What follows belongs to an exercise in optimizing a design on an open flow for small area, a short achievable clock period and few clock cycles per item; a production flow would make more cautious choices.
The RTL was checked by simulation tests, not by an equivalence proof against the original design.

### design/flow/design.v
`timescale 1ns / 1ps
module rgb_to_hsv_converter_top (
  input  logic        clk,
  input  logic        rst,
  input  logic        push,
  input  logic [31:0] pixel,
  output logic        full,
  output logic        empty,
  input  logic        pop,
  output logic [39:0] hsv
);
  logic en;
  logic s1_vld;
  logic [7:0] s1_alpha;
  logic [7:0] s1_mx;
  logic [7:0] s1_mn;
  logic [7:0] s1_mid;
  logic s1_hq;
  logic [1:0] s1_m3;
  logic s2_vld;
  logic [7:0] s2_alpha;
  logic [7:0] s2_mx;
  logic [7:0] s2_d;
  logic [1:0] s2_hq;
  logic [7:0] s2_hr;
  logic [1:0] s2_m3;
  logic s3_vld;
  logic [7:0] s3_alpha;
  logic [7:0] s3_mx;
  logic [7:0] s3_d;
  logic [3:0] s3_hq;
  logic [7:0] s3_hr;
  logic [1:0] s3_m3;
  logic s4_vld;
  logic [7:0] s4_alpha;
  logic [7:0] s4_mx;
  logic [7:0] s4_d;
  logic [5:0] s4_hq;
  logic [7:0] s4_hr;
  logic [1:0] s4_m3;
  logic [0:0] s4_lb;
  logic s5_vld;
  logic [7:0] s5_alpha;
  logic [7:0] s5_mx;
  logic [7:0] s5_d;
  logic [7:0] s5_hq;
  logic [7:0] s5_hr;
  logic [1:0] s5_m3;
  logic [7:0] s5_sr;
  logic s5_sq;
  logic [1:0] s5_lb;
  logic s6_vld;
  logic [7:0] s6_alpha;
  logic [7:0] s6_mx;
  logic [7:0] s6_d;
  logic [9:0] s6_hq;
  logic [7:0] s6_hr;
  logic [1:0] s6_m3;
  logic [7:0] s6_sr;
  logic [2:0] s6_sq;
  logic [1:0] s6_lb;
  logic s7_vld;
  logic [7:0] s7_alpha;
  logic [7:0] s7_mx;
  logic [7:0] s7_d;
  logic [11:0] s7_hq;
  logic [7:0] s7_hr;
  logic [1:0] s7_m3;
  logic [7:0] s7_sr;
  logic [4:0] s7_sq;
  logic [1:0] s7_lb;
  logic s8_vld;
  logic [7:0] s8_alpha;
  logic [7:0] s8_mx;
  logic [7:0] s8_d;
  logic [13:0] s8_hq;
  logic [7:0] s8_hr;
  logic [1:0] s8_m3;
  logic [7:0] s8_sr;
  logic [6:0] s8_sq;
  logic [0:0] s8_lb;
  logic s9_vld;
  logic [7:0] s9_alpha;
  logic [7:0] s9_mx;
  logic [15:0] s9_hue;
  logic [7:0] s9_sat;
  assign en    = !s9_vld || pop;
  assign full  = !en;
  assign empty = !s9_vld;
  assign hsv   = {s9_hue, s9_sat, s9_mx, s9_alpha};
  always_ff @(posedge clk) begin
    if (rst) begin
      s1_vld <= 1'b0;
      s2_vld <= 1'b0;
      s3_vld <= 1'b0;
      s4_vld <= 1'b0;
      s5_vld <= 1'b0;
      s6_vld <= 1'b0;
      s7_vld <= 1'b0;
      s8_vld <= 1'b0;
      s9_vld <= 1'b0;
    end else if (en) begin
      s1_vld <= push;
      s2_vld <= s1_vld;
      s3_vld <= s2_vld;
      s4_vld <= s3_vld;
      s5_vld <= s4_vld;
      s6_vld <= s5_vld;
      s7_vld <= s6_vld;
      s8_vld <= s7_vld;
      s9_vld <= s8_vld;
    end
  end
  always_ff @(posedge clk) begin
    if (en) begin
      s1_alpha <= pixel[7:0];
      s1_mx <= c1_mx;
      s1_mn <= c1_mn;
      s1_mid <= c1_mid;
      s1_hq <= c1_hq0;
      s1_m3 <= c1_m30;
      s2_alpha <= s1_alpha;
      s2_mx <= (~s1_mx);
      s2_d <= c2_d0;
      s2_hq <= c2_h0_hq;
      s2_hr <= c2_h0_hr;
      s2_m3 <= c2_h0_m3;
      s3_alpha <= s2_alpha;
      s3_mx <= s2_mx;
      s3_d <= s2_d;
      s3_hq <= c3_h2_hq;
      s3_hr <= c3_h2_hr;
      s3_m3 <= c3_h2_m3;
      s4_alpha <= s3_alpha;
      s4_mx <= s3_mx;
      s4_d <= s3_d;
      s4_hq <= c4_h4_hq;
      s4_hr <= c4_h4_hr;
      s4_m3 <= c4_h4_m3;
      s4_lb <= {(s3_d[7] ^ (&s3_d[6:0]))};
      s5_alpha <= s4_alpha;
      s5_mx <= s4_mx;
      s5_d <= s4_d;
      s5_hq <= c5_h6_hq;
      s5_hr <= c5_h6_hr;
      s5_m3 <= c5_h6_m3;
      s5_sr <= c5_s0_sr;
      s5_sq <= c5_s0_sq;
      s5_lb <= {(s4_d[6] ^ (&s4_d[5:0])), (s4_d[5] ^ (&s4_d[4:0]))};
      s6_alpha <= s5_alpha;
      s6_mx <= s5_mx;
      s6_d <= s5_d;
      s6_hq <= c6_h8_hq;
      s6_hr <= c6_h8_hr;
      s6_m3 <= c6_h8_m3;
      s6_sr <= c6_s2_sr;
      s6_sq <= c6_s2_sq;
      s6_lb <= {(s5_d[4] ^ (&s5_d[3:0])), (s5_d[3] ^ (&s5_d[2:0]))};
      s7_alpha <= s6_alpha;
      s7_mx <= s6_mx;
      s7_d <= s6_d;
      s7_hq <= c7_h10_hq;
      s7_hr <= c7_h10_hr;
      s7_m3 <= c7_h10_m3;
      s7_sr <= c7_s4_sr;
      s7_sq <= c7_s4_sq;
      s7_lb <= {(s6_d[2] ^ (&s6_d[1:0])), (s6_d[1] ^ (&s6_d[0:0]))};
      s8_alpha <= s7_alpha;
      s8_mx <= s7_mx;
      s8_d <= s7_d;
      s8_hq <= c8_h12_hq;
      s8_hr <= c8_h12_hr;
      s8_m3 <= c8_h12_m3;
      s8_sr <= c8_s6_sr;
      s8_sq <= c8_s6_sq;
      s8_lb <= {(~s7_d[0])};
      s9_alpha <= s8_alpha;
      s9_mx <= (~s8_mx);
      s9_hue <= c9_hue;
      s9_sat <= c9_sat;
    end
  end
  logic [7:0] f_r, f_g, f_b;
  logic ge_rg, ge_gr, ge_gb, ge_bg, ge_br, ge_rb;
  logic c_0, c_1, c_2, c_3, c_4, c_5;
  assign f_r = pixel[31:24];
  assign f_g = pixel[23:16];
  assign f_b = pixel[15:8];
  assign ge_rg = (f_r >= f_g);
  assign ge_gr = (f_g >= f_r);
  assign ge_gb = (f_g >= f_b);
  assign ge_bg = (f_b >= f_g);
  assign ge_br = (f_b >= f_r);
  assign ge_rb = (f_r >= f_b);
  assign c_0 = !ge_gr &  ge_gb;    
  assign c_1 =  ge_gr & !ge_br;    
  assign c_2 = !ge_bg &  ge_br;    
  assign c_3 =  ge_bg & !ge_rg;    
  assign c_4 = !ge_rb &  ge_rg;    
  assign c_5 =  ge_rb & !ge_gb;    
  logic [7:0] c1_mx, c1_mn, c1_mid;
  logic [1:0] c1_m30;
  logic c1_hq0;
  assign c1_mx  = (c_1 | c_2) ? f_g : (c_3 | c_4) ? f_b : f_r;
  assign c1_mn  = (c_2 | c_3) ? f_r : (c_4 | c_5) ? f_g : (c_0 | c_1) ? f_b : f_r;
  assign c1_mid = (c_0 | c_3) ? f_g : (c_1 | c_4) ? f_r : (c_2 | c_5) ? f_b : f_r;
  assign c1_m30 = {c_2 | c_5, c_1 | c_4};
  assign c1_hq0 = c_3 | c_4 | c_5;
  logic [7:0] c2_d0, c2_ea, c2_eb, c2_hr0;
  logic c2_odd;
  assign c2_d0  = s1_mn + ~s1_mx;
  assign c2_odd = s1_hq ^ s1_m3[0];
  assign c2_ea  = c2_odd ? s1_mx : s1_mid;
  assign c2_eb  = c2_odd ? s1_mid : s1_mn;
  assign c2_hr0 = c2_ea - c2_eb;
  logic [9:0] c2_h0_sub; logic c2_h0_q; logic [7:0] c2_h0_hr; logic [1:0] c2_h0_m3; logic c2_h0_hb;
  assign c2_h0_sub = {1'b0, c2_hr0, 1'b0} + {2'b11, c2_d0} + 10'd1;
  assign c2_h0_q = !c2_h0_sub[9];
  assign c2_h0_hr = c2_h0_q ? c2_h0_sub[7:0] : {c2_hr0[6:0], 1'b0};
  assign c2_h0_hb = s1_m3[1] | (s1_m3[0] & c2_h0_q);
  assign c2_h0_m3 = {(s1_m3 == 2'd1 && !c2_h0_q) || (s1_m3 == 2'd2 && c2_h0_q), (s1_m3 == 2'd0 && c2_h0_q) || (s1_m3 == 2'd2 && !c2_h0_q)};
  logic [1:0] c2_h0_hq;
  assign c2_h0_hq = {s1_hq, c2_h0_hb};
  logic [9:0] c3_h1_sub; logic c3_h1_q; logic [7:0] c3_h1_hr; logic [1:0] c3_h1_m3; logic c3_h1_hb;
  assign c3_h1_sub = {1'b0, s2_hr, 1'b0} + {2'b11, s2_d} + 10'd1;
  assign c3_h1_q = !c3_h1_sub[9];
  assign c3_h1_hr = c3_h1_q ? c3_h1_sub[7:0] : {s2_hr[6:0], 1'b0};
  assign c3_h1_hb = s2_m3[1] | (s2_m3[0] & c3_h1_q);
  assign c3_h1_m3 = {(s2_m3 == 2'd1 && !c3_h1_q) || (s2_m3 == 2'd2 && c3_h1_q), (s2_m3 == 2'd0 && c3_h1_q) || (s2_m3 == 2'd2 && !c3_h1_q)};
  logic [2:0] c3_h1_hq;
  assign c3_h1_hq = {s2_hq, c3_h1_hb};
  logic [9:0] c3_h2_sub; logic c3_h2_q; logic [7:0] c3_h2_hr; logic [1:0] c3_h2_m3; logic c3_h2_hb;
  assign c3_h2_sub = {1'b0, c3_h1_hr, 1'b0} + {2'b11, s2_d} + 10'd1;
  assign c3_h2_q = !c3_h2_sub[9];
  assign c3_h2_hr = c3_h2_q ? c3_h2_sub[7:0] : {c3_h1_hr[6:0], 1'b0};
  assign c3_h2_hb = c3_h1_m3[1] | (c3_h1_m3[0] & c3_h2_q);
  assign c3_h2_m3 = {(c3_h1_m3 == 2'd1 && !c3_h2_q) || (c3_h1_m3 == 2'd2 && c3_h2_q), (c3_h1_m3 == 2'd0 && c3_h2_q) || (c3_h1_m3 == 2'd2 && !c3_h2_q)};
  logic [3:0] c3_h2_hq;
  assign c3_h2_hq = {c3_h1_hq, c3_h2_hb};
  logic [9:0] c4_h3_sub; logic c4_h3_q; logic [7:0] c4_h3_hr; logic [1:0] c4_h3_m3; logic c4_h3_hb;
  assign c4_h3_sub = {1'b0, s3_hr, 1'b0} + {2'b11, s3_d} + 10'd1;
  assign c4_h3_q = !c4_h3_sub[9];
  assign c4_h3_hr = c4_h3_q ? c4_h3_sub[7:0] : {s3_hr[6:0], 1'b0};
  assign c4_h3_hb = s3_m3[1] | (s3_m3[0] & c4_h3_q);
  assign c4_h3_m3 = {(s3_m3 == 2'd1 && !c4_h3_q) || (s3_m3 == 2'd2 && c4_h3_q), (s3_m3 == 2'd0 && c4_h3_q) || (s3_m3 == 2'd2 && !c4_h3_q)};
  logic [4:0] c4_h3_hq;
  assign c4_h3_hq = {s3_hq, c4_h3_hb};
  logic [9:0] c4_h4_sub; logic c4_h4_q; logic [7:0] c4_h4_hr; logic [1:0] c4_h4_m3; logic c4_h4_hb;
  assign c4_h4_sub = {1'b0, c4_h3_hr, 1'b0} + {2'b11, s3_d} + 10'd1;
  assign c4_h4_q = !c4_h4_sub[9];
  assign c4_h4_hr = c4_h4_q ? c4_h4_sub[7:0] : {c4_h3_hr[6:0], 1'b0};
  assign c4_h4_hb = c4_h3_m3[1] | (c4_h3_m3[0] & c4_h4_q);
  assign c4_h4_m3 = {(c4_h3_m3 == 2'd1 && !c4_h4_q) || (c4_h3_m3 == 2'd2 && c4_h4_q), (c4_h3_m3 == 2'd0 && c4_h4_q) || (c4_h3_m3 == 2'd2 && !c4_h4_q)};
  logic [5:0] c4_h4_hq;
  assign c4_h4_hq = {c4_h3_hq, c4_h4_hb};
  logic [9:0] c5_h5_sub; logic c5_h5_q; logic [7:0] c5_h5_hr; logic [1:0] c5_h5_m3; logic c5_h5_hb;
  assign c5_h5_sub = {1'b0, s4_hr, 1'b0} + {2'b11, s4_d} + 10'd1;
  assign c5_h5_q = !c5_h5_sub[9];
  assign c5_h5_hr = c5_h5_q ? c5_h5_sub[7:0] : {s4_hr[6:0], 1'b0};
  assign c5_h5_hb = s4_m3[1] | (s4_m3[0] & c5_h5_q);
  assign c5_h5_m3 = {(s4_m3 == 2'd1 && !c5_h5_q) || (s4_m3 == 2'd2 && c5_h5_q), (s4_m3 == 2'd0 && c5_h5_q) || (s4_m3 == 2'd2 && !c5_h5_q)};
  logic [6:0] c5_h5_hq;
  assign c5_h5_hq = {s4_hq, c5_h5_hb};
  logic [9:0] c5_h6_sub; logic c5_h6_q; logic [7:0] c5_h6_hr; logic [1:0] c5_h6_m3; logic c5_h6_hb;
  assign c5_h6_sub = {1'b0, c5_h5_hr, 1'b0} + {2'b11, s4_d} + 10'd1;
  assign c5_h6_q = !c5_h6_sub[9];
  assign c5_h6_hr = c5_h6_q ? c5_h6_sub[7:0] : {c5_h5_hr[6:0], 1'b0};
  assign c5_h6_hb = c5_h5_m3[1] | (c5_h5_m3[0] & c5_h6_q);
  assign c5_h6_m3 = {(c5_h5_m3 == 2'd1 && !c5_h6_q) || (c5_h5_m3 == 2'd2 && c5_h6_q), (c5_h5_m3 == 2'd0 && c5_h6_q) || (c5_h5_m3 == 2'd2 && !c5_h6_q)};
  logic [7:0] c5_h6_hq;
  assign c5_h6_hq = {c5_h5_hq, c5_h6_hb};
  logic [7:0] c5_sr0;
  assign c5_sr0 = ~(s4_d + 8'd1);
  logic [9:0] c5_s0_sub; logic c5_s0_q; logic [7:0] c5_s0_sr;
  assign c5_s0_sub = {1'b0, c5_sr0, s4_lb[0]} + {2'b11, s4_mx} + 10'd1;
  assign c5_s0_q = !c5_s0_sub[9];
  assign c5_s0_sr = c5_s0_q ? c5_s0_sub[7:0] : {c5_sr0[6:0], s4_lb[0]};
  logic [0:0] c5_s0_sq;
  assign c5_s0_sq = c5_s0_q;
  logic [9:0] c6_h7_sub; logic c6_h7_q; logic [7:0] c6_h7_hr; logic [1:0] c6_h7_m3; logic c6_h7_hb;
  assign c6_h7_sub = {1'b0, s5_hr, 1'b0} + {2'b11, s5_d} + 10'd1;
  assign c6_h7_q = !c6_h7_sub[9];
  assign c6_h7_hr = c6_h7_q ? c6_h7_sub[7:0] : {s5_hr[6:0], 1'b0};
  assign c6_h7_hb = s5_m3[1] | (s5_m3[0] & c6_h7_q);
  assign c6_h7_m3 = {(s5_m3 == 2'd1 && !c6_h7_q) || (s5_m3 == 2'd2 && c6_h7_q), (s5_m3 == 2'd0 && c6_h7_q) || (s5_m3 == 2'd2 && !c6_h7_q)};
  logic [8:0] c6_h7_hq;
  assign c6_h7_hq = {s5_hq, c6_h7_hb};
  logic [9:0] c6_h8_sub; logic c6_h8_q; logic [7:0] c6_h8_hr; logic [1:0] c6_h8_m3; logic c6_h8_hb;
  assign c6_h8_sub = {1'b0, c6_h7_hr, 1'b0} + {2'b11, s5_d} + 10'd1;
  assign c6_h8_q = !c6_h8_sub[9];
  assign c6_h8_hr = c6_h8_q ? c6_h8_sub[7:0] : {c6_h7_hr[6:0], 1'b0};
  assign c6_h8_hb = c6_h7_m3[1] | (c6_h7_m3[0] & c6_h8_q);
  assign c6_h8_m3 = {(c6_h7_m3 == 2'd1 && !c6_h8_q) || (c6_h7_m3 == 2'd2 && c6_h8_q), (c6_h7_m3 == 2'd0 && c6_h8_q) || (c6_h7_m3 == 2'd2 && !c6_h8_q)};
  logic [9:0] c6_h8_hq;
  assign c6_h8_hq = {c6_h7_hq, c6_h8_hb};
  logic [9:0] c6_s1_sub; logic c6_s1_q; logic [7:0] c6_s1_sr;
  assign c6_s1_sub = {1'b0, s5_sr, s5_lb[1]} + {2'b11, s5_mx} + 10'd1;
  assign c6_s1_q = !c6_s1_sub[9];
  assign c6_s1_sr = c6_s1_q ? c6_s1_sub[7:0] : {s5_sr[6:0], s5_lb[1]};
  logic [1:0] c6_s1_sq;
  assign c6_s1_sq = {s5_sq, c6_s1_q};
  logic [9:0] c6_s2_sub; logic c6_s2_q; logic [7:0] c6_s2_sr;
  assign c6_s2_sub = {1'b0, c6_s1_sr, s5_lb[0]} + {2'b11, s5_mx} + 10'd1;
  assign c6_s2_q = !c6_s2_sub[9];
  assign c6_s2_sr = c6_s2_q ? c6_s2_sub[7:0] : {c6_s1_sr[6:0], s5_lb[0]};
  logic [2:0] c6_s2_sq;
  assign c6_s2_sq = {c6_s1_sq, c6_s2_q};
  logic [9:0] c7_h9_sub; logic c7_h9_q; logic [7:0] c7_h9_hr; logic [1:0] c7_h9_m3; logic c7_h9_hb;
  assign c7_h9_sub = {1'b0, s6_hr, 1'b0} + {2'b11, s6_d} + 10'd1;
  assign c7_h9_q = !c7_h9_sub[9];
  assign c7_h9_hr = c7_h9_q ? c7_h9_sub[7:0] : {s6_hr[6:0], 1'b0};
  assign c7_h9_hb = s6_m3[1] | (s6_m3[0] & c7_h9_q);
  assign c7_h9_m3 = {(s6_m3 == 2'd1 && !c7_h9_q) || (s6_m3 == 2'd2 && c7_h9_q), (s6_m3 == 2'd0 && c7_h9_q) || (s6_m3 == 2'd2 && !c7_h9_q)};
  logic [10:0] c7_h9_hq;
  assign c7_h9_hq = {s6_hq, c7_h9_hb};
  logic [9:0] c7_h10_sub; logic c7_h10_q; logic [7:0] c7_h10_hr; logic [1:0] c7_h10_m3; logic c7_h10_hb;
  assign c7_h10_sub = {1'b0, c7_h9_hr, 1'b0} + {2'b11, s6_d} + 10'd1;
  assign c7_h10_q = !c7_h10_sub[9];
  assign c7_h10_hr = c7_h10_q ? c7_h10_sub[7:0] : {c7_h9_hr[6:0], 1'b0};
  assign c7_h10_hb = c7_h9_m3[1] | (c7_h9_m3[0] & c7_h10_q);
  assign c7_h10_m3 = {(c7_h9_m3 == 2'd1 && !c7_h10_q) || (c7_h9_m3 == 2'd2 && c7_h10_q), (c7_h9_m3 == 2'd0 && c7_h10_q) || (c7_h9_m3 == 2'd2 && !c7_h10_q)};
  logic [11:0] c7_h10_hq;
  assign c7_h10_hq = {c7_h9_hq, c7_h10_hb};
  logic [9:0] c7_s3_sub; logic c7_s3_q; logic [7:0] c7_s3_sr;
  assign c7_s3_sub = {1'b0, s6_sr, s6_lb[1]} + {2'b11, s6_mx} + 10'd1;
  assign c7_s3_q = !c7_s3_sub[9];
  assign c7_s3_sr = c7_s3_q ? c7_s3_sub[7:0] : {s6_sr[6:0], s6_lb[1]};
  logic [3:0] c7_s3_sq;
  assign c7_s3_sq = {s6_sq, c7_s3_q};
  logic [9:0] c7_s4_sub; logic c7_s4_q; logic [7:0] c7_s4_sr;
  assign c7_s4_sub = {1'b0, c7_s3_sr, s6_lb[0]} + {2'b11, s6_mx} + 10'd1;
  assign c7_s4_q = !c7_s4_sub[9];
  assign c7_s4_sr = c7_s4_q ? c7_s4_sub[7:0] : {c7_s3_sr[6:0], s6_lb[0]};
  logic [4:0] c7_s4_sq;
  assign c7_s4_sq = {c7_s3_sq, c7_s4_q};
  logic [9:0] c8_h11_sub; logic c8_h11_q; logic [7:0] c8_h11_hr; logic [1:0] c8_h11_m3; logic c8_h11_hb;
  assign c8_h11_sub = {1'b0, s7_hr, 1'b0} + {2'b11, s7_d} + 10'd1;
  assign c8_h11_q = !c8_h11_sub[9];
  assign c8_h11_hr = c8_h11_q ? c8_h11_sub[7:0] : {s7_hr[6:0], 1'b0};
  assign c8_h11_hb = s7_m3[1] | (s7_m3[0] & c8_h11_q);
  assign c8_h11_m3 = {(s7_m3 == 2'd1 && !c8_h11_q) || (s7_m3 == 2'd2 && c8_h11_q), (s7_m3 == 2'd0 && c8_h11_q) || (s7_m3 == 2'd2 && !c8_h11_q)};
  logic [12:0] c8_h11_hq;
  assign c8_h11_hq = {s7_hq, c8_h11_hb};
  logic [9:0] c8_h12_sub; logic c8_h12_q; logic [7:0] c8_h12_hr; logic [1:0] c8_h12_m3; logic c8_h12_hb;
  assign c8_h12_sub = {1'b0, c8_h11_hr, 1'b0} + {2'b11, s7_d} + 10'd1;
  assign c8_h12_q = !c8_h12_sub[9];
  assign c8_h12_hr = c8_h12_q ? c8_h12_sub[7:0] : {c8_h11_hr[6:0], 1'b0};
  assign c8_h12_hb = c8_h11_m3[1] | (c8_h11_m3[0] & c8_h12_q);
  assign c8_h12_m3 = {(c8_h11_m3 == 2'd1 && !c8_h12_q) || (c8_h11_m3 == 2'd2 && c8_h12_q), (c8_h11_m3 == 2'd0 && c8_h12_q) || (c8_h11_m3 == 2'd2 && !c8_h12_q)};
  logic [13:0] c8_h12_hq;
  assign c8_h12_hq = {c8_h11_hq, c8_h12_hb};
  logic [9:0] c8_s5_sub; logic c8_s5_q; logic [7:0] c8_s5_sr;
  assign c8_s5_sub = {1'b0, s7_sr, s7_lb[1]} + {2'b11, s7_mx} + 10'd1;
  assign c8_s5_q = !c8_s5_sub[9];
  assign c8_s5_sr = c8_s5_q ? c8_s5_sub[7:0] : {s7_sr[6:0], s7_lb[1]};
  logic [5:0] c8_s5_sq;
  assign c8_s5_sq = {s7_sq, c8_s5_q};
  logic [9:0] c8_s6_sub; logic c8_s6_q; logic [7:0] c8_s6_sr;
  assign c8_s6_sub = {1'b0, c8_s5_sr, s7_lb[0]} + {2'b11, s7_mx} + 10'd1;
  assign c8_s6_q = !c8_s6_sub[9];
  assign c8_s6_sr = c8_s6_q ? c8_s6_sub[7:0] : {c8_s5_sr[6:0], s7_lb[0]};
  logic [6:0] c8_s6_sq;
  assign c8_s6_sq = {c8_s5_sq, c8_s6_q};
  logic [9:0] c9_h13_sub; logic c9_h13_q; logic [7:0] c9_h13_hr; logic [1:0] c9_h13_m3; logic c9_h13_hb;
  assign c9_h13_sub = {1'b0, s8_hr, 1'b0} + {2'b11, s8_d} + 10'd1;
  assign c9_h13_q = !c9_h13_sub[9];
  assign c9_h13_hr = c9_h13_q ? c9_h13_sub[7:0] : {s8_hr[6:0], 1'b0};
  assign c9_h13_hb = s8_m3[1] | (s8_m3[0] & c9_h13_q);
  assign c9_h13_m3 = {(s8_m3 == 2'd1 && !c9_h13_q) || (s8_m3 == 2'd2 && c9_h13_q), (s8_m3 == 2'd0 && c9_h13_q) || (s8_m3 == 2'd2 && !c9_h13_q)};
  logic [14:0] c9_h13_hq;
  assign c9_h13_hq = {s8_hq, c9_h13_hb};
  logic [9:0] c9_h14_sub; logic c9_h14_q; logic [7:0] c9_h14_hr; logic [1:0] c9_h14_m3; logic c9_h14_hb;
  assign c9_h14_sub = {1'b0, c9_h13_hr, 1'b0} + {2'b11, s8_d} + 10'd1;
  assign c9_h14_q = !c9_h14_sub[9];
  assign c9_h14_hr = c9_h14_q ? c9_h14_sub[7:0] : {c9_h13_hr[6:0], 1'b0};
  assign c9_h14_hb = c9_h13_m3[1] | (c9_h13_m3[0] & c9_h14_q);
  assign c9_h14_m3 = {(c9_h13_m3 == 2'd1 && !c9_h14_q) || (c9_h13_m3 == 2'd2 && c9_h14_q), (c9_h13_m3 == 2'd0 && c9_h14_q) || (c9_h13_m3 == 2'd2 && !c9_h14_q)};
  logic [15:0] c9_h14_hq;
  assign c9_h14_hq = {c9_h13_hq, c9_h14_hb};
  logic [9:0] c9_s7_sub; logic c9_s7_q; logic [7:0] c9_s7_sr;
  assign c9_s7_sub = {1'b0, s8_sr, s8_lb[0]} + {2'b11, s8_mx} + 10'd1;
  assign c9_s7_q = !c9_s7_sub[9];
  assign c9_s7_sr = c9_s7_q ? c9_s7_sub[7:0] : {s8_sr[6:0], s8_lb[0]};
  logic [7:0] c9_s7_sq;
  assign c9_s7_sq = {s8_sq, c9_s7_q};
  logic c9_grey;
  assign c9_grey = (s8_d == 8'hff);
  logic [15:0] c9_hue; logic [7:0] c9_sat;
  assign c9_hue = c9_grey ? 16'd0 : c9_h14_hq;
  assign c9_sat = c9_grey ? 8'd0 : c9_s7_sq;
endmodule
### design/flow/run.sh
#!/bin/bash
# synth_recipe.tcl (not shown) runs the flow's synth.tcl, then flattens the netlist and writes it again
# the make line also repeats each setting of config.mk as NAME=value (left out here)
make -C /OpenROAD-flow-scripts/flow DESIGN_CONFIG=/design/flow/config.mk WORK_HOME=/design/flow/orfs CLKGATE_MAP_FILE= SYNTH_SCRIPT=/design/flow/synth_recipe.tcl finish
### design/flow/config.mk
export PLATFORM = sky130hd
export DESIGN_NAME = rgb_to_hsv_converter_top
export DESIGN_NICKNAME = rgb_to_hsv_converter_top
export VERILOG_FILES = /design/flow/design.v
export SDC_FILE = /design/flow/constraint.sdc
export NUM_CORES = 4
export LEC_CHECK = 0
export CAP_MARGIN = 20
export CORE_MARGIN = 2
export CORE_UTILIZATION = 55
export CTS_BUF_LIST = sky130_fd_sc_hd__clkbuf_8
export PLACE_DENSITY = 0.8
export SETUP_SLACK_MARGIN = 4.0
export SLEW_MARGIN = 20
export TNS_END_PERCENT = 20
### design/flow/constraint.sdc
create_clock -name core_clock -period 8.5 [get_ports {clk}]
set_input_delay 1.7000 -clock core_clock [delete_from_list [all_inputs] [get_ports {clk}]]
set_output_delay 1.7000 -clock core_clock [all_outputs]
set_load 0.01 [all_outputs]
==> run_results.csv, run 1 <==
group,metric,value,unit
floorplanning,die_w,215,um
detailed_routing,drcViolationCount,0,
logic_synthesis,ys_seq_area_frac,0.527,
sta,max_freq,0.224,GHz
clock_tree,insertion_delay,0.64,ns
logic_synthesis,synth_area_leaders,"edfxtp_1 52%, ha_1 11%, o21ai_0 3.1%",
logic_synthesis,synth.largest_area_cell,"edfxtp_1",
global_route,grt_first_pass_wirelength,78400,um
critical_path,startpoint,"s6_mx[1]$_DFFE_PN_",
clock_tree,cts_buffers,73,
logic_synthesis,syn_inst,2080,
floorplanning,initial_core_util,0.557,
clock_tree,cts_hold_buf,0,
sta,maxSlewViolCount,0,
logic_synthesis,synth_edf_count,425,
global_route,overflow,0,
critical_path,worstPathArrival,4.84,ns
logic_synthesis,async_flop_share,0,
placement,place_inst,2725,
logic_synthesis,synth_top_cell_area_share,0.520,
placement,dpl.hpwl,33700,um
critical_path,reg2reg_depth,16,
clock_tree,h-tree-depth,3,
detailed_routing,wl,47800,um
critical_path,path_common_cell,"ha_1",
floorplanning,coreArea,0.0441,mm^2
cells_and_area,design_area,0.0280,mm^2
detailed_routing,ant_nets,0,
detailed_routing,drt-initial-drc-count,899,
global_route,grt_pass1_vias,16900,
cells_and_area,diodes,0,
sta,setup_viol,0,
global_route,gr-usage-all-layers,0.205,
cells_and_area,fillers,3361,
cells_and_area,drive_gt1_frac,0.114,
critical_path,crit_chain,"ha_1 -> nor2b_4 -> o31a_1 -> o2111a_1 -> o21ai_1 -> and2_4 -> mux2_2 -> inv_1 -> ha_1 -> nor2b_1 -> o21ai_0 -> a21boi_0 -> o21a_1 -> o41a_2 -> a21bo_4 -> mux2_4",
critical_path,worstPathRequired,8.87,ns
sta,period_share,0.526,
logic_synthesis,synth_cell_types,80,
detailed_routing,via_count,16900,
logic_synthesis,syn-cell-area,0.0246,mm^2
detailed_routing,vias_per_cell,5.80,
critical_path,reg2reg_to,"s7_sr[2]$_DFFE_PN_",
logic_synthesis,synth_nets,2342,
cells_and_area,synthToLayoutAreaGrowth,14.0,%
critical_path,critPathMaxStageDelay,0.43,ns
critical_path,ff2ff_setup_slack,4.03,ns
placement,gp_congestion,0.889,
placement,io_buffers,77,
sta,worst_slew_pin_slew,1.03,ns
clock_tree,root_buffer,"clkbuf_8",
logic_synthesis,yosys_register_bits,434,
sta,relSlewSlack,0.316,
critical_path,cp-start-kind,"flip-flop",
critical_path,slowest_stage,"edfxtp_1",
logic_synthesis,synth.most_common_cell,"edfxtp_1",
placement,place_area,0.0260,mm^2
sta,tns,0,ns
detailed_routing,dr.pass1.iters,6,
floorplanning,pin_count,78,
global_route,grt_start_max_net_pins,157,
cells_and_area,finalNonFillerCells,2912,
clock_tree,cts.path.max_buffers,3,
sta,finalHoldViolCount,0,
clock_tree,clkTransAtPathRegs,0.06,ns
critical_path,crit_type,"flip-flop to flip-flop",
logic_synthesis,syn_avg_cell_area,11.8,um^2
floorplanning,die_area,0.0464,mm^2
cells_and_area,nNetsFinal,2526,
sta,rsz0062_at_grt,"yes",
sta,fin_crit,4.47,ns
critical_path,r2r-start,"s6_mx[1]$_DFFE_PN_",
critical_path,cp-endpoint,"s7_sr[2]$_DFFE_PN_",
clock_tree,cts_sinks,434,
detailed_routing,wl_per_cell,16.4,um
global_route,grt_antenna_before_repair,0,
floorplanning,rows,77,
logic_synthesis,ys_top_cells_by_count,"425 x edfxtp_1, 209 x ha_1, 154 x o21ai_0",
worst_hold_path,hp-class,"flip-flop to flip-flop",
logic_synthesis,synth_ff_type,"edfxtp_1",
critical_path,crit_path_end_kind,"flip-flop",
sta,fin_worst_skew,0.0269,ns
critical_path,path_max_fanout,8,
logic_synthesis,ys_warn_count,1,
flow_run,drv_cap,0,
outcome,outcome,"complete, no violations",
floorplanning,die_y,215,um
clock_tree,cts_tree,"built",
## sequential cells by signal, indices dropped and copies added, names as in the netlist, 10 cells and up
signal,count
s6_hq,10
s7_hq,12
s8_hq,14
s9_hue,16
## how the worst min path moves through the flow
stage / from / end / cells past startpoint
floorplan: s1_alpha[0]$_DFFE_PN_ / s2_alpha[0]$_DFFE_PN_ / 0
global placement: s2_alpha[2]$_DFFE_PN_ / s3_alpha[2]$_DFFE_PN_ / 0
detailed placement: s1_alpha[0]$_DFFE_PN_ / s2_alpha[0]$_DFFE_PN_ / 0
CTS: s5_alpha[6]$_DFFE_PN_ / s6_alpha[6]$_DFFE_PN_ / 0
global route: s7_alpha[7]$_DFFE_PN_ / s8_alpha[7]$_DFFE_PN_ / 0
finish: s8_alpha[2]$_DFFE_PN_ / s9_alpha[2]$_DFFE_PN_ / 0
## cell usage in the layout, fill, tap and decap left out, types with 40 or more instances in the layout
| cell | netlist | final |
|---|---|---|
| a21o_1 | 51 | 51 |
| a21oi_1 | 137 | 134 |
| buf_4 | 3 | 56 |
| clkbuf_8 | 0 | 78 |
| clkdlybuf4s50_1 | 0 | 76 |
| edfxtp_1 | 425 | 425 |
| ha_1 | 209 | 209 |
| inv_1 | 124 | 137 |
| mux2_2 | 51 | 51 |
| nand2_1 | 136 | 136 |
| nor2_1 | 143 | 142 |
| nor3_1 | 42 | 40 |
| o21ai_0 | 154 | 148 |
| xnor2_1 | 67 | 66 |
| xor2_1 | 52 | 52 |
## per-layer routing
layer / vias to the layer above / wire, um / track usage
li1: 8234 / - / -
met1: 8088 / 19400 / 0.234
met2: 428 / 24800 / 0.373
met3: 127 / 1960 / 0.0388
met4: 0 / 1630 / 0.0855
met5: - / 0 / 0
## stage by stage
step / hold slack [ns] / util / worst slack, ns
floorplan: 0.400 / - / 3.71
global placement: 0.400 / 0.590 / 3.40
detailed placement: 0.405 / 0.590 / 3.38
CTS: 0.415 / 0.624 / 3.79
global route: 0.418 / 0.635 / 3.77
finish: 0.407 / 0.635 / 4.03
## kinds of logic after synthesis
family,after synthesis,synth area share
compound gates,567,0.148
flops,434,0.527
mux,92,0.0411
simple gates,478,0.0936
xor+xnor,119,0.0424
buf+inv,159,0.0256
fa+ha+maj,231,0.122
## layout make-up
class                      instances  area, um^2  area share
timing repair buffer             138        1250      0.0448
sequential                       434       12900       0.462
clock buffer                      78        1070      0.0383
inverter                         127         489      0.0175
tap                              592         741      0.0264
multi-input combinational       1490       11200       0.398
clock inverter                    53         350      0.0125
## worst max-delay path, delay by kind of cell, from the launching register on
kind	cells	cell delay (ns)
fa+ha+maj	2	0.55
simple gates	3	0.48
buf+inv	1	0.07
compound gates	8	2.02
flops	1	0.43
mux	2	0.67
## repair_timing
action | in CTS | in global routing
pin swaps | 1 | 9
setup endpoints to repair | 65 | 89
gates cloned | 2 | 2
hold endpoints to repair | 0 | 0
gates resized for setup | 11 | 21
buffers inserted | 4 | 47
Testbench counts, summed over its fixed seeds: cycles 8,264, items 8,192.
==> inputs of run 2 (changes only) <==
--- a/design/flow/config.mk
+++ b/design/flow/config.mk
@@ -11,2 +11,3 @@
 export CTS_BUF_LIST = sky130_fd_sc_hd__clkbuf_8
+export GPL_ROUTABILITY_DRIVEN = 0
 export PLACE_DENSITY = 0.8
@@ -14,2 +15 @@
 export SLEW_MARGIN = 20
-export TNS_END_PERCENT = 20
==> run 2 against run 1 <==
Still clean on timing, DRC and antenna; clock skew rose by 0.0015 ns; clock-buffer cell count fell by 2; setup slack gained 0.069 ns; critical path type is now input pin to output port; global-route usage increased by 0.075 points; hold slack gained 0.00067 ns; die area unchanged.
==> run_results.csv, run 2 <==
group,metric,value,unit
floorplanning,rows,77,
global_route,grt_pass1_vias,17000,
cells_and_area,diodes,0,
sta,rsz0062_at_grt,"yes",
global_route,overflow,0,
critical_path,cpLargestDelayFamily,"buffers and inverters",
cells_and_area,finalNonFillerCells,2912,
logic_synthesis,synth_nets,2342,
logic_synthesis,ys_warn_count,1,
logic_synthesis,ys_top_cells_by_count,"425 x edfxtp_1, 209 x ha_1, 154 x o21ai_0",
cells_and_area,largest_reg_flops,16,
clock_tree,clkTransAtPathRegs,0.06,ns
critical_path,ff2ff_setup_slack,4.18,ns
critical_path,critPathMaxStageDelay,0.53,ns
global_route,grt_antenna_before_repair,1,
cells_and_area,reg_top3,"s9_hue x16, s8_hq x14, s7_hq x12",
clock_tree,cts_buffers,72,
clock_tree,insertion_delay,0.61,ns
outcome,outcome,"complete, no violations",
detailed_routing,drcViolationCount,0,
detailed_routing,drt-initial-drc-count,1065,
logic_synthesis,synth_area_leaders,"edfxtp_1 52%, ha_1 11%, o21ai_0 3.1%",
logic_synthesis,yosys_register_bits,434,
placement,place_inst,2725,
cells_and_area,multiInputGateArea,0.0112,mm^2
detailed_routing,vias_per_cell,5.82,
placement,io_buffers,77,
logic_synthesis,syn_inst,2080,
logic_synthesis,synth_cell_types,80,
cells_and_area,regMostFlops,"s9_hue",
logic_synthesis,synth_ff_type,"edfxtp_1",
sta,period_share,0.517,
logic_synthesis,async_flop_share,0,
sta,max_freq,0.227,GHz
logic_synthesis,synth_top_cell_area_share,0.520,
sta,tns,0,ns
floorplanning,die_w,215,um
sta,finalHoldViolCount,0,
detailed_routing,ant_nets,0,
logic_synthesis,synth.largest_area_cell,"edfxtp_1",
sta,maxSlewViolCount,0,
critical_path,crit_path_end_kind,"output port",
critical_path,worstPathArrival,2.70,ns
logic_synthesis,synth_edf_count,425,
logic_synthesis,syn-cell-area,0.0246,mm^2
cells_and_area,final-seq-area,0.0129,mm^2
critical_path,path_max_fanout,10,
cells_and_area,fillers,3285,
critical_path,crit_chain,"clkbuf_2 -> nand2b_4 -> clkinv_8 -> clkdlybuf4s50_1",
global_route,grt_start_max_net_pins,87,
sta,setup_ws,4.10,ns
critical_path,crit_type,"input pin to output port",
sta,fin_crit,4.40,ns
critical_path,cp-start-kind,"input pin",
critical_path,crit_buf_inv,3,
global_route,gr-usage-all-layers,0.205,
logic_synthesis,syn_avg_cell_area,11.8,um^2
placement,place_ws,3.19,ns
floorplanning,die_area,0.0464,mm^2
cells_and_area,nNetsFinal,2531,
cells_and_area,final_common_cell,"edfxtp_1",
global_route,grt_first_pass_wirelength,79000,um
logic_synthesis,synth.most_common_cell,"edfxtp_1",
detailed_routing,dr.pass1.iters,6,
floorplanning,coreArea,0.0441,mm^2
sta,relSlewSlack,0.318,
cells_and_area,mostFrequentLayoutCells,"425 x edfxtp_1, 209 x ha_1, 149 x inv_1",
sta,fin_worst_skew,0.0284,ns
detailed_routing,wl_per_cell,16.4,um
critical_path,worstPathRequired,6.80,ns
cells_and_area,synthToLayoutAreaGrowth,13.8,%
floorplanning,pin_count,78,
clock_tree,cts_sinks,434,
floorplanning,initial_core_util,0.557,
clock_tree,cts_tree,"built",
worst_hold_path,hp-class,"flip-flop to flip-flop",
clock_tree,cts_hold_buf,0,
clock_tree,h-tree-depth,3,
floorplanning,die_y,215,um
sta,setup_viol,0,
cells_and_area,drive_gt1_frac,0.113,
detailed_routing,via_count,16900,
detailed_routing,wl,47800,um
flow_run,drv_cap,0,
clock_tree,root_buffer,"clkbuf_8",
logic_synthesis,ys_seq_area_frac,0.527,
clock_tree,cts.path.max_buffers,3,
sta,worst_slew_pin_slew,1.02,ns
critical_path,slowest_stage,"clkdlybuf4s50_1",
placement,dpl.hpwl,33300,um
run 2: worst reg2reg max path: stages, from the launching register on:
cell      delay (ns)
edfxtp_1        0.59
fa_1            0.53
a21o_1          0.19
a21oi_1         0.25
o21bai_1        0.11
a21oi_1         0.19
xor2_1          0.16
o21ai_0         0.14
ha_1            0.25
nor3_1          0.30
nand2_1         0.10
a21o_1          0.17
a32o_1          0.35
nor2_4          0.33
mux2_2          0.39
run 2: area by class of cell:
cell class                      instances  area share
Sequential cell                       434       0.463
Timing Repair Buffer                  142      0.0448
Clock inverter                         49      0.0109
Clock buffer                           76      0.0374
Tap cell                              592      0.0265
Inverter                              127      0.0175
Multi-Input combinational cell       1492       0.400
run 2: logic make-up (layout without fill, tap and decap cells):
family | Yosys count | in the layout | share of synthesized area
xor gates and xnor gates | 119 | 120 | 0.0424
adders and majority gates | 231 | 231 | 0.122
AOI/OAI and AO/OA | 567 | 568 | 0.148
DFF | 434 | 434 | 0.527
and+or+nand+nor | 478 | 481 | 0.0936
buffers and inverters | 159 | 394 | 0.0256
muxes | 92 | 92 | 0.0411
run 2: routing by layer:
metal / global-route usage / part of all wire
met5: 0 / 0.00038
met3: 0.0343 / 0.042
met2: 0.375 / 0.51
met4: 0.0975 / 0.041
met1: 0.233 / 0.40
run 2: metrics by stage:
| stage | instance area (um^2) | util | hold slack [ns] |
|---|---|---|---|
| CTS | 27600 | 0.625 | 0.402 |
| global placement | 26000 | 0.590 | 0.400 |
| finish | 28000 | 0.633 | 0.408 |
| detailed placement | 26000 | 0.590 | 0.405 |
| floorplan | 24600 | - | 0.400 |
| global route | 28000 | 0.633 | 0.423 |
run 2: what timing repair did:
action                                  CTS  global route
pin swaps                                 3             7
endpoints found under the setup margin   59            61
buffers inserted                         15            41
gates cloned                              3             2
resized for setup                        16            17
hold endpoints to repair                  0             0
run 2: final timing paths:
check | startpoint | to | cells past startpoint
setup / recovery | pop | full | 4
hold / removal | s3_mx[0]$_DFFE_PN_ | s4_mx[0]$_DFFE_PN_ | 0
setup reg to reg | s2_d[0]$_DFFE_PN_ | s3_hr[5]$_DFFE_PN_ | 14
hold reg to reg | s3_mx[0]$_DFFE_PN_ | s4_mx[0]$_DFFE_PN_ | 0
==> inputs of run 3 (changes only) <==
--- a/design/flow/config.mk
+++ b/design/flow/config.mk
@@ -11,3 +11,2 @@
 export CTS_BUF_LIST = sky130_fd_sc_hd__clkbuf_8
-export GPL_ROUTABILITY_DRIVEN = 0
 export PLACE_DENSITY = 0.8
==> run 3 against run 2 <==
First-iteration DRC count shrank 4.5%; critical endpoint unchanged; hold slack gained 0.0014 ns.
==> run_results.csv, run 3 <==
group,metric,value,unit
outcome,outcome,"complete, no violations",
detailed_routing,ant_nets,0,
global_route,grt_first_pass_wirelength,78900,um
critical_path,crit_chain,"dlymetal6s2s_1 -> nand2b_4 -> clkinv_8 -> clkdlybuf4s50_1",
detailed_routing,drt-met1-wl,19500,um
logic_synthesis,synth_top_family_by_area,"compound AO/OA/AOI/OAI gates",
logic_synthesis,syn_avg_cell_area,11.8,um^2
cells_and_area,mostFrequentLayoutCells,"425 x edfxtp_1, 209 x ha_1, 148 x o21ai_0",
logic_synthesis,yosys_register_bits,434,
sta,hold_slack,0.409,ns
logic_synthesis,synth_cell_types,80,
detailed_routing,wl_per_cell,16.5,um
critical_path,path_max_fanout,10,
critical_path,crit_type,"input pin to output port",
worst_hold_path,hp-class,"flip-flop to flip-flop",
floorplanning,initial_core_util,0.557,
detailed_routing,dr.pass1.iters,8,
worst_hold_path,hold_path_startpoint,"s8_alpha[2]$_DFFE_PN_",
cells_and_area,drive_gt1_frac,0.117,
global_route,grt_pass1_vias,17000,
floorplanning,die_w,215,um
clock_tree,root_buffer,"clkbuf_8",
critical_path,r2r-start,"s6_mx[1]$_DFFE_PN_",
logic_synthesis,synth_top_cell_area_share,0.520,
cells_and_area,diodes,0,
logic_synthesis,ys_top_cells_by_count,"425 x edfxtp_1, 209 x ha_1, 154 x o21ai_0",
placement,place_ws,3.38,ns
clock_tree,clkTransAtPathRegs,0.06,ns
global_route,grt_antenna_before_repair,0,
logic_synthesis,synth.most_common_cell,"edfxtp_1",
global_route,grt_start_max_net_pins,157,
cells_and_area,nNetsFinal,2530,
global_route,gr-usage-all-layers,0.206,
detailed_routing,vias_per_cell,5.78,
logic_synthesis,synth_edf_count,425,
logic_synthesis,async_flop_share,0,
logic_synthesis,syn-cell-area,0.0246,mm^2
detailed_routing,highest_layer,"met4",
sta,fin_worst_skew,0.0255,ns
logic_synthesis,synth-xor-area-share,0.0424,
detailed_routing,via_count,16900,
detailed_routing,wl_met3,1960,um
clock_tree,cts_sinks,434,
sta,setup_ws,4.14,ns
sta,rsz0062_at_grt,"yes",
floorplanning,coreArea,0.0441,mm^2
cells_and_area,largest_reg_flops,16,
critical_path,critPathMaxStageDelay,0.53,ns
worst_hold_path,whs_endpoint,"s9_alpha[2]$_DFFE_PN_",
detailed_routing,dr_wl_met2,25000,um
clock_tree,cts_tree,"built",
floorplanning,die_y,215,um
placement,dpl.hpwl,33700,um
logic_synthesis,synth_fa_ha_area_frac,0.122,
flow_run,drv_cap,0,
sta,worst_slew_pin_slew,1.02,ns
critical_path,reg2reg_depth,16,
logic_synthesis,muxShareOfSynthArea,0.0411,
global_route,overflow,0,
cells_and_area,synthToLayoutAreaGrowth,14.2,%
logic_synthesis,yosys.area_share.simple,0.0936,
sta,fin_crit,4.36,ns
critical_path,crit_path_end_kind,"output port",
cells_and_area,fillers,3363,
critical_path,ff2ff_setup_slack,4.20,ns
logic_synthesis,ys_seq_area_frac,0.527,
critical_path,worstPathArrival,2.66,ns
sta,max_freq,0.229,GHz
cells_and_area,reg_top3,"s9_hue x16, s8_hq x14, s7_hq x12",
floorplanning,pin_count,78,
critical_path,reg2reg_to,"s7_sr[2]$_DFFE_PN_",
clock_tree,cts_hold_buf,0,
critical_path,slowest_stage,"clkdlybuf4s50_1",
sta,relSlewSlack,0.320,
sta,finalHoldViolCount,0,
cells_and_area,regMostFlops,"s9_hue",
placement,gp_congestion,0.889,
clock_tree,h-tree-depth,3,
logic_synthesis,synth_area_leaders,"edfxtp_1 52%, ha_1 11%, o21ai_0 3.1%",
sta,tns,0,ns
logic_synthesis,synth_compound_area_frac,0.148,
detailed_routing,drt-initial-drc-count,1017,
floorplanning,die_area,0.0464,mm^2
sta,maxSlewViolCount,0,
floorplanning,rows,77,
critical_path,worstPathRequired,6.80,ns
clock_tree,cts_buffers,73,
logic_synthesis,syn_inst,2080,
logic_synthesis,synth_nets,2342,
clock_tree,insertion_delay,0.64,ns
sta,setup_viol,0,
placement,io_buffers,77,
clock_tree,cts.path.max_buffers,3,
sta,period_share,0.513,
logic_synthesis,ys_warn_count,1,
logic_synthesis,synth.largest_area_cell,"edfxtp_1",
detailed_routing,drcViolationCount,0,
critical_path,cp-start-kind,"input pin",
detailed_routing,wl,48100,um
worst_hold_path,hold_depth,0,
cells_and_area,final_common_cell,"edfxtp_1",
logic_synthesis,synth_ff_type,"edfxtp_1",
## run 3: cell count changes in the layout (fill, tap and decap cells not counted), moves of 4 or more
cell and change:
inv_1 -12, clkinv_2 +5, clkinv_1 +7, buf_4 -4
## run 3: through the flow
stage,std cells,area [um^2],utilization
after floorplan,2080,24600,-
after global placement,2725,26000,0.590
after detailed placement,2725,26000,0.590
after CTS,2873,27600,0.627
after global routing,2916,28000,0.636
final,2916,28000,0.636
## run 3: layout make-up
type	count	area [um^2]	area share
Sequential cell	434	12900	0.462
Multi-Input combinational cell	1490	11200	0.398
Timing Repair Buffer	142	1280	0.0458
Clock buffer	78	1070	0.0383
Tap cell	592	741	0.0264
Inverter	127	489	0.0174
Clock inverter	53	350	0.0125
## run 3: worst max-delay path: cells and delay by family
| family | cells | cell delay [ns] |
|---|---|---|
| simple gates | 1 | 0.19 |
| buf+inv | 3 | 0.78 |
## run 3: logic make-up after synthesis
family / Yosys count
AO/OA/AOI/OAI: 567
adder cells (fa/ha/maj): 231
AND/OR/NAND/NOR: 478
buffers and inverters: 159
multiplexers: 92
flip-flops: 434
XOR/XNOR: 119
## run 3: repair_timing
action,CTS,global route
setup endpoints to repair,65,73
pin swaps,4,11
gates resized for setup,17,20
cloned,2,2
buffers inserted,15,40
## run 3: how the worst max path moves through the flow
stage                 startpoint                  to
5_1_grt        s5_d[1]$_DFFE_PN_  s6_m3[1]$_DFFE_PN_
6_report                     pop                full
4_1_cts                      pop                full
2_1_floorplan                pop                full
3_3_place_gp                 pop                full
3_5_place_dp                 pop                full
## run 3: per-layer routing
metal,vias to the layer above,GRT usage
li1,8235,-
met1,8061,0.235
met2,427,0.376
met3,130,0.0369
met4,0,0.0920
met5,-,0
==> inputs of run 4 (changes only) <==
==> design/flow/flow/run.sh (new file) <==
#!/bin/bash
set -euo pipefail
export BUFFER_PORTS_ARGS="-buffer_cell sky130_fd_sc_hd__buf_1"
bash standard.sh > standard.log 2>&1
==> design/flow/standard.sh (new file) <==
#!/bin/bash
# synth_recipe.tcl (not shown) runs the flow's synth.tcl, then flattens the netlist and writes it again
# the make line also repeats each setting of config.mk as NAME=value (left out here)
make -C /OpenROAD-flow-scripts/flow DESIGN_CONFIG=/design/flow/config.mk WORK_HOME=/design/flow/orfs CLKGATE_MAP_FILE= SYNTH_SCRIPT=/design/flow/synth_recipe.tcl "${@:-finish}"
removed: design/flow/run.sh
==> run 4 against run 3 <==
Largest cell class unchanged; critical path depth increased by 12; critical endpoint is now s8_m3[1]$_DFFE_PN_; clock skew decreased by 0.0042 ns; synthesized cell count unchanged; cell count decreased by 0.65%; hold slack improved by 0.0026 ns; first-iteration DRC count increased by 3.7%; core utilization decreased by 1.6 points; via count decreased by 0.97%; sequential cell count unchanged.
==> run_results.csv, run 4 <==
group,metric,value,unit
floorplanning,die_w,215,um
logic_synthesis,synth.largest_area_cell,"edfxtp_1",
sta,setup_viol,0,
global_route,overflow,0,
detailed_routing,vias_per_cell,5.76,
worst_hold_path,hp-class,"flip-flop to flip-flop",
logic_synthesis,async_flop_share,0,
cells_and_area,nNetsFinal,2516,
clock_tree,cts_buffers,74,
clock_tree,insertion_delay,0.63,ns
logic_synthesis,synth_cell_types,80,
logic_synthesis,syn_inst,2080,
detailed_routing,wl,47400,um
floorplanning,coreArea,0.0441,mm^2
worst_hold_path,hold_path_startpoint,"s4_alpha[2]$_DFFE_PN_",
global_route,grt_first_pass_wirelength,78400,um
clock_tree,cts_tree,"built",
cells_and_area,drive_gt1_frac,0.107,
clock_tree,h-tree-depth,3,
floorplanning,pin_count,78,
logic_synthesis,synth_top_cell_area_share,0.520,
critical_path,critPathMaxStageDelay,0.57,ns
placement,place_area,0.0255,mm^2
sta,hold_slack,0.412,ns
clock_tree,root_buffer,"clkbuf_8",
logic_synthesis,synth_nets,2342,
critical_path,startpoint,"s7_d[0]$_DFFE_PN_",
sta,fin_worst_skew,0.0213,ns
sta,max_freq,0.229,GHz
floorplanning,die_y,215,um
cells_and_area,mostFrequentLayoutCells,"425 x edfxtp_1, 208 x ha_1, 148 x inv_1, 148 x o21ai_0, 142 x nor2_1",
clock_tree,cts_sinks,434,
floorplanning,initial_core_util,0.557,
detailed_routing,drcViolationCount,0,
cells_and_area,design_area,0.0273,mm^2
sta,setup_ws,4.14,ns
critical_path,slowest_stage,"edfxtp_1",
global_route,grt_antenna_before_repair,0,
critical_path,path_max_fanout,11,
sta,relSlewSlack,0.237,
logic_synthesis,synth_edf_count,425,
logic_synthesis,syn-cell-area,0.0246,mm^2
placement,place_ws,3.38,ns
global_route,grt_start_max_net_pins,186,
floorplanning,die_area,0.0464,mm^2
logic_synthesis,synth.most_common_cell,"edfxtp_1",
sta,finalHoldViolCount,0,
placement,io_buffers,77,
detailed_routing,ant_nets,0,
sta,maxSlewViolCount,0,
critical_path,cpLargestDelayFamily,"compound AO/OA/AOI/OAI gates",
logic_synthesis,syn_avg_cell_area,11.8,um^2
logic_synthesis,synth_area_leaders,"edfxtp_1 52%, ha_1 11%, o21ai_0 3.1%",
detailed_routing,via_count,16700,
logic_synthesis,synth_ff_type,"edfxtp_1",
sta,period_share,0.513,
cells_and_area,diodes,0,
critical_path,r2r-start,"s7_d[0]$_DFFE_PN_",
placement,dpl.hpwl,33700,um
floorplanning,rows,77,
outcome,outcome,"complete, no violations",
sta,fin_crit,4.36,ns
cells_and_area,regMostFlops,"s9_hue",
sta,tns,0,ns
flow_run,drv_cap,0,
detailed_routing,drt-initial-drc-count,1055,
critical_path,crit_path_end_kind,"flip-flop",
global_route,gr-usage-all-layers,0.204,
cells_and_area,synthToLayoutAreaGrowth,11.2,%
cells_and_area,final_common_cell,"edfxtp_1",
cells_and_area,reg_top3,"s9_hue x16, s8_hq x14, s7_hq x12",
placement,gp_congestion,0.879,
detailed_routing,dr.pass1.iters,5,
critical_path,worstPathArrival,4.71,ns
sta,worst_slew_pin_slew,1.15,ns
clock_tree,cts.path.max_buffers,3,
critical_path,crit_chain,"fa_1 -> a21o_1 -> a21oi_1 -> o21bai_1 -> a21oi_1 -> xor2_1 -> o21ai_0 -> ha_1 -> nor3_1 -> nand2_1 -> or3_1 -> a32o_1 -> nor2_4 -> buf_4 -> mux2i_1 -> o31ai_1",
global_route,grt_pass1_vias,16800,
critical_path,cp-start-kind,"flip-flop",
critical_path,crit_buf_inv,1,
logic_synthesis,ys_seq_area_frac,0.527,
critical_path,worstPathRequired,8.84,ns
logic_synthesis,yosys_register_bits,434,
clock_tree,clkTransAtPathRegs,0.05,ns
sta,rsz0062_at_grt,"no",
logic_synthesis,ys_warn_count,1,
critical_path,crit_type,"flip-flop to flip-flop",
logic_synthesis,ys_top_cells_by_count,"425 x edfxtp_1, 209 x ha_1, 154 x o21ai_0",
detailed_routing,wl_per_cell,16.4,um
cells_and_area,largest_reg_flops,16,
critical_path,path_common_cell,"a21oi_1",
==> run 4: final timing paths <==
path / to / slack (ns) / cells past startpoint
setup reg to reg: s8_m3[1]$_DFFE_PN_ / 4.14 / 16
setup / recovery: s8_m3[1]$_DFFE_PN_ / 4.14 / 16
hold reg to reg: s5_alpha[2]$_DFFE_PN_ / 0.41 / 0
hold / removal: s5_alpha[2]$_DFFE_PN_ / 0.41 / 0
==> run 4: layout make-up <==
| class | instances | area, um^2 |
|---|---|---|
| fillers | 3409 | 16800 |
| clock inverters | 52 | 259 |
| flip-flops and latches | 434 | 12900 |
| repair buffers | 129 | 704 |
| multi-input cells | 1488 | 11200 |
| inverters | 127 | 489 |
| clock buffers | 75 | 1030 |
| well taps | 592 | 741 |
==> run 4: kinds of logic after synthesis <==
| kind of cell | share of synthesized area |
|---|---|
| flip-flops | 0.527 |
| multiplexers | 0.0411 |
| AO/OA/AOI/OAI | 0.148 |
| buffers and inverters | 0.0256 |
| AND/OR/NAND/NOR | 0.0936 |
| XOR/XNOR | 0.0424 |
| adder cells (fa/ha/maj) | 0.122 |
==> run 4: metrics by stage <==
stage | utilization | cells
6_report | 0.619 | 2897
5_1_grt | 0.619 | 2897
3_5_place_dp | 0.579 | 2724
2_1_floorplan | - | 2080
3_3_place_gp | 0.579 | 2724
4_1_cts | 0.612 | 2861
==> run 4: repair_timing <==
item                                    CTS  global route
hold buffers                              0             0
cloned                                    1             0
endpoints found under the setup margin   59            74
gates resized for setup                  17            16
buffers inserted                          9            36
pin swaps                                 4             7
==> run 4: metal layers <==
metal | global-route usage | part of all wire
met5 | 0 | 0
met4 | 0.0966 | 0.041
met3 | 0.0317 | 0.037
met2 | 0.368 | 0.51
met1 | 0.238 | 0.41

## re-timing with driven ports
Ports are ideal in the flow. The routed layouts listed here were re-timed in OpenROAD. Step 1, drivers: a clkbuf_16 drives clk and a buf_2 each remaining input, both assumed. Step 2 adds t to the input delays and takes it off the output delays; t is the mean of the earliest and latest rising clock arrival at the registers after step 1. Input paths then give back, and output paths get back, about the clock's delay inside the block. Three values: ideal ports, drivers, drivers and shift; two values: the first two.
| run | t (ns) | slack for setup (ns) | worst hold slack (ns) | worst register clock-pin slew, ns | worst slew at a driven data input, ns |
|---|---|---|---|---|---|
| run 1 | 0.680 | 4.033 / 4.033 / 3.565 | 0.407 / 0.407 / 0.407 | 0.07 / 0.07 | 0.04 |
| run 2 | 0.648 | 4.102 / 4.080 / 3.519 | 0.408 / 0.408 / 0.408 | 0.07 / 0.07 | 0.04 |
| run 3 | 0.675 | 4.136 / 4.117 / 3.613 | 0.409 / 0.409 / 0.409 | 0.07 / 0.07 | 0.04 |
| run 4 | 0.663 | 4.138 / 4.138 / 3.950 | 0.412 / 0.412 / 0.412 | 0.06 / 0.06 | 0.04 |
After both steps every run listed still meets setup and hold. The setup slack of run 2, which loses most, moves by -0.022 ns with the drivers and by -0.583 ns with both steps.
